This is an optimization exercise on Yosys and OpenROAD, whose aim is small area, a short achievable clock period and few clock cycles per item, not a production implementation.
The RTL was checked by simulation tests, not by an equivalence proof against the original design.
Power is estimated from default activity; no workload was simulated.

==> flow/design.v (excerpt) <==
module euclidean_integer_divider_top #(
   parameter int KS = 2       
) (
   input  wire logic              clock,
   input  wire logic              reset,
   input  wire logic              req_valid,
   output logic                   req_ready,
   input  edv_pkg::req_type       req_data,
   output logic                   rsp_valid,
   input  wire logic              rsp_ready,
   output edv_pkg::rsp_type       rsp_data
);
   localparam int P  = KS - 1;       
   localparam int WN = 35 + P;       
   localparam int YN = WN + 1;       
   localparam int CW = 5;            
   logic [WN-1:0] ws_q, wc_q;    
   logic          qp0_q, qn0_q;  
   logic [32:0]   q_q;           
   logic [32:0]   qm_q;          
   logic [31:0]   d_q;           
   logic          bneg_q;        
   logic          bz_q;          
   logic          dbz_q;
   logic [CW-1:0] cnt_q;         
   logic          fst_q;         
   logic          act_q;         
   logic          pc_q;          
   logic          vld_q;
   wire [31:0] a = req_data.dividend;
   wire [31:0] b = req_data.divisor;
   wire [30:0] bx = b[30:0] ^ {31{b[31]}};
   logic       unused_v;
   logic [4:0] z;
   edv_lzc u_lz (.x({bx, 1'b1}), .v(unused_v), .c(z));
   logic [CW-1:0] cyc;
   logic [P:0]    epad;    
   always_comb begin
      cyc  = '0;
      epad = '0;
  ...
For scale: roughly 2400 cells after synthesis, about 100 I/O pins.
Settings: LEC_CHECK=0, CAP_MARGIN=20, CORE_MARGIN=2, CORE_UTILIZATION=40, PLACE_DENSITY=0.75, SETUP_SLACK_MARGIN=2.0, SLEW_MARGIN=20; clock period 5.0 ns.
standard.sh (not shown) runs the stock make flow with config.mk's settings and CLKGATE_MAP_FILE= SYNTH_SCRIPT=/design/flow/synth_recipe.tcl, a recipe that flattens the netlist after the stock synthesis.
==> flow/flow/run.sh <==
#!/bin/bash
# The standard layout (standard.sh), run in three parts, with these
# changes to how the layout is made:
# - synthesis does not extract full/half adders into sky130 fa/ha cells
#   before ABC (ADDER_MAP_FILE empty), so the carry-save and prefix logic
#   maps as gates;
# - ABC maps with flow/abc_speed.script (structural choices, then delay-
#   oriented mapping) instead of ORFS's, from a copy of ORFS's scripts folder
#   that differs only in that file;
# - during placement only, the delay cells (clkdlybuf4s*, dlygate*, dlymetal*)
#   are also don't-use, so the port buffers that placement inserts on every
#   input and output are plain buffers rather than delay cells.
# Registers, names and all other steps are the standard flow's. Each part's
# make output goes to its own log here; ORFS's per-step logs stay under
# orfs/logs.
set -euo pipefail
rm -rf scripts
cp -r "$FLOW_HOME/scripts" scripts
cp flow/abc_speed.script scripts/abc_speed.script
common=(SCRIPTS_DIR="$PWD/scripts" ADDER_MAP_FILE=)
bash standard.sh "${common[@]}" synth floorplan > flow_synth_floorplan.log 2>&1
du=$(make -s -C "$FLOW_HOME" DESIGN_CONFIG="$PWD/config.mk" WORK_HOME="$PWD/orfs" print-DONT_USE_CELLS | sed -n 's/^DONT_USE_CELLS: //p')
dly="sky130_fd_sc_hd__clkdlybuf4s15_1 sky130_fd_sc_hd__clkdlybuf4s15_2 sky130_fd_sc_hd__clkdlybuf4s18_1 sky130_fd_sc_hd__clkdlybuf4s18_2 sky130_fd_sc_hd__clkdlybuf4s25_1 sky130_fd_sc_hd__clkdlybuf4s25_2 sky130_fd_sc_hd__clkdlybuf4s50_1 sky130_fd_sc_hd__clkdlybuf4s50_2 sky130_fd_sc_hd__dlygate4sd1_1 sky130_fd_sc_hd__dlygate4sd2_1 sky130_fd_sc_hd__dlygate4sd3_1 sky130_fd_sc_hd__dlymetal6s2s_1 sky130_fd_sc_hd__dlymetal6s4s_1 sky130_fd_sc_hd__dlymetal6s6s_1"
bash standard.sh "${common[@]}" DONT_USE_CELLS="$du $dly" place > flow_place.log 2>&1
bash standard.sh "${common[@]}" finish > flow_finish.log 2>&1
==> flow/flow/abc_speed.script <==
strash
dch -f
map
topo
buffer -c
upsize -c
dnsize -c
Testbench counts at the start, summed over its fixed seeds: cycles 37,141, items 3,600.
==> next run, changes <==
==> flow/flow/run.sh (replaced) <==
#!/bin/bash
# The standard layout (standard.sh) with two synthesis changes:
# - no extraction of full/half adders into sky130 fa/ha cells before ABC
#   (ADDER_MAP_FILE empty), so the carry-save and prefix logic maps as gates;
# - ABC maps with flow/abc_speed.script (structural choices, then delay-
#   oriented mapping) instead of ORFS's. It runs from a copy of ORFS's scripts
#   folder that differs only in that file.
# Registers, names and all later steps are the standard flow's. The whole make
# output goes to flow.log here; ORFS's per-step logs stay under orfs/logs.
set -euo pipefail
rm -rf scripts
cp -r "$FLOW_HOME/scripts" scripts
cp flow/abc_speed.script scripts/abc_speed.script
bash standard.sh SCRIPTS_DIR="$PWD/scripts" ADDER_MAP_FILE= finish > flow.log 2>&1
CORE_UTILIZATION = 60   (was 40)
SETUP_SLACK_MARGIN = 1.5   (was 2.0)
Wire length goes down by 5.4%.
Register-to-register slack degrades by 0.51 ns.
Area after synthesis is unchanged.
Hold slack stays flat.
Non-clock buffer count drops by 38.
Utilization increases by 21 points.
==> next run, changes <==
CORE_UTILIZATION = 40   (was 60)
PLACE_DENSITY = 0.6   (was 0.75)
SETUP_SLACK_MARGIN = 2.0   (was 1.5)
After rerunning: Synthesized cell count is unchanged; clock-buffer cell count rises by 2; first-iteration DRC count falls by 30%; via count falls by 0.80%; global-route usage falls by 11 points; clock skew falls by 0.0090 ns; combinational power rises by about 10%; cell area rises by 6.0%.
==> next run, changes <==
==> flow/flow/run.sh (replaced) <==
#!/bin/bash
# The standard layout (standard.sh), run in three parts, with these
# changes to how the layout is made:
# - synthesis does not extract full/half adders into sky130 fa/ha cells
#   before ABC (ADDER_MAP_FILE empty), so the carry-save and prefix logic
#   maps as gates;
# - ABC maps with flow/abc_speed.script (structural choices, then delay-
#   oriented mapping) instead of ORFS's, from a copy of ORFS's scripts folder
#   that differs only in that file;
# - during placement only, the delay cells (clkdlybuf4s*, dlygate*, dlymetal*)
#   are also don't-use, so the port buffers that placement inserts on every
#   input and output are plain buffers rather than delay cells.
# Registers, names and all other steps are the standard flow's. Each part's
# make output goes to its own log here; ORFS's per-step logs stay under
# orfs/logs.
set -euo pipefail
rm -rf scripts
cp -r "$FLOW_HOME/scripts" scripts
cp flow/abc_speed.script scripts/abc_speed.script
common=(SCRIPTS_DIR="$PWD/scripts" ADDER_MAP_FILE=)
bash standard.sh "${common[@]}" synth floorplan > flow_synth_floorplan.log 2>&1
du=$(make -s -C "$FLOW_HOME" DESIGN_CONFIG="$PWD/config.mk" WORK_HOME="$PWD/orfs" print-DONT_USE_CELLS | sed -n 's/^DONT_USE_CELLS: //p')
dly="sky130_fd_sc_hd__clkdlybuf4s15_1 sky130_fd_sc_hd__clkdlybuf4s15_2 sky130_fd_sc_hd__clkdlybuf4s18_1 sky130_fd_sc_hd__clkdlybuf4s18_2 sky130_fd_sc_hd__clkdlybuf4s25_1 sky130_fd_sc_hd__clkdlybuf4s25_2 sky130_fd_sc_hd__clkdlybuf4s50_1 sky130_fd_sc_hd__clkdlybuf4s50_2 sky130_fd_sc_hd__dlygate4sd1_1 sky130_fd_sc_hd__dlygate4sd2_1 sky130_fd_sc_hd__dlygate4sd3_1 sky130_fd_sc_hd__dlymetal6s2s_1 sky130_fd_sc_hd__dlymetal6s4s_1 sky130_fd_sc_hd__dlymetal6s6s_1"
bash standard.sh "${common[@]}" DONT_USE_CELLS="$du $dly" place > flow_place.log 2>&1
bash standard.sh "${common[@]}" finish > flow_finish.log 2>&1
SETUP_SLACK_MARGIN = 2.2   (was 2.0)
Sequential share of layout area fell by 0.71 points.
Area after synthesis does not change.
Flip-flop and latch count does not change.
Via count is higher by a few percent.
Core utilization came out higher by 1.7 points.
Clock-buffer cell count climbs by 2.
Design area is higher by a few percent.
Fmax increases slightly.
Routed wire length climbs by a few percent.
Clock power went up by a little under a tenth.
Critical path depth shrinks by 2.

==> afterwards: timing with drivers on the ports <==
Ports are ideal in the flow. The routed layouts listed here were re-timed in OpenROAD.
Step 1, drivers: a clkbuf_16 drives clock and a buf_2 each remaining input, both assumed.
Step 2 moves the port delays by t, midway between the first and last clock arrival at a register: inputs arrive t later, outputs are due t later. That takes back most of the time a late clock gives input paths.
a / b / c = ideal / step 1 / step 2; a / b = the first two.
| run | t (ns) | slack for setup (ns) | slew at the worst register clock pin (ns) |
|---|---|---|---|
| the first run | 0.511 | 2.085 / 2.085 / 1.630 | 0.09 / 0.09 |
| the second run | 0.507 | 1.576 / 1.576 / 1.171 | 0.10 / 0.10 |
| the third run | 0.510 | 2.093 / 2.093 / 1.668 | 0.09 / 0.09 |
| the fourth run | 0.520 | 2.146 / 2.120 / 1.678 | 0.08 / 0.08 |
After both steps setup and hold are still met in every run listed. For the fourth run, which loses most, drivers alone change the setup slack by -0.026 ns; drivers and shift together by -0.468 ns.
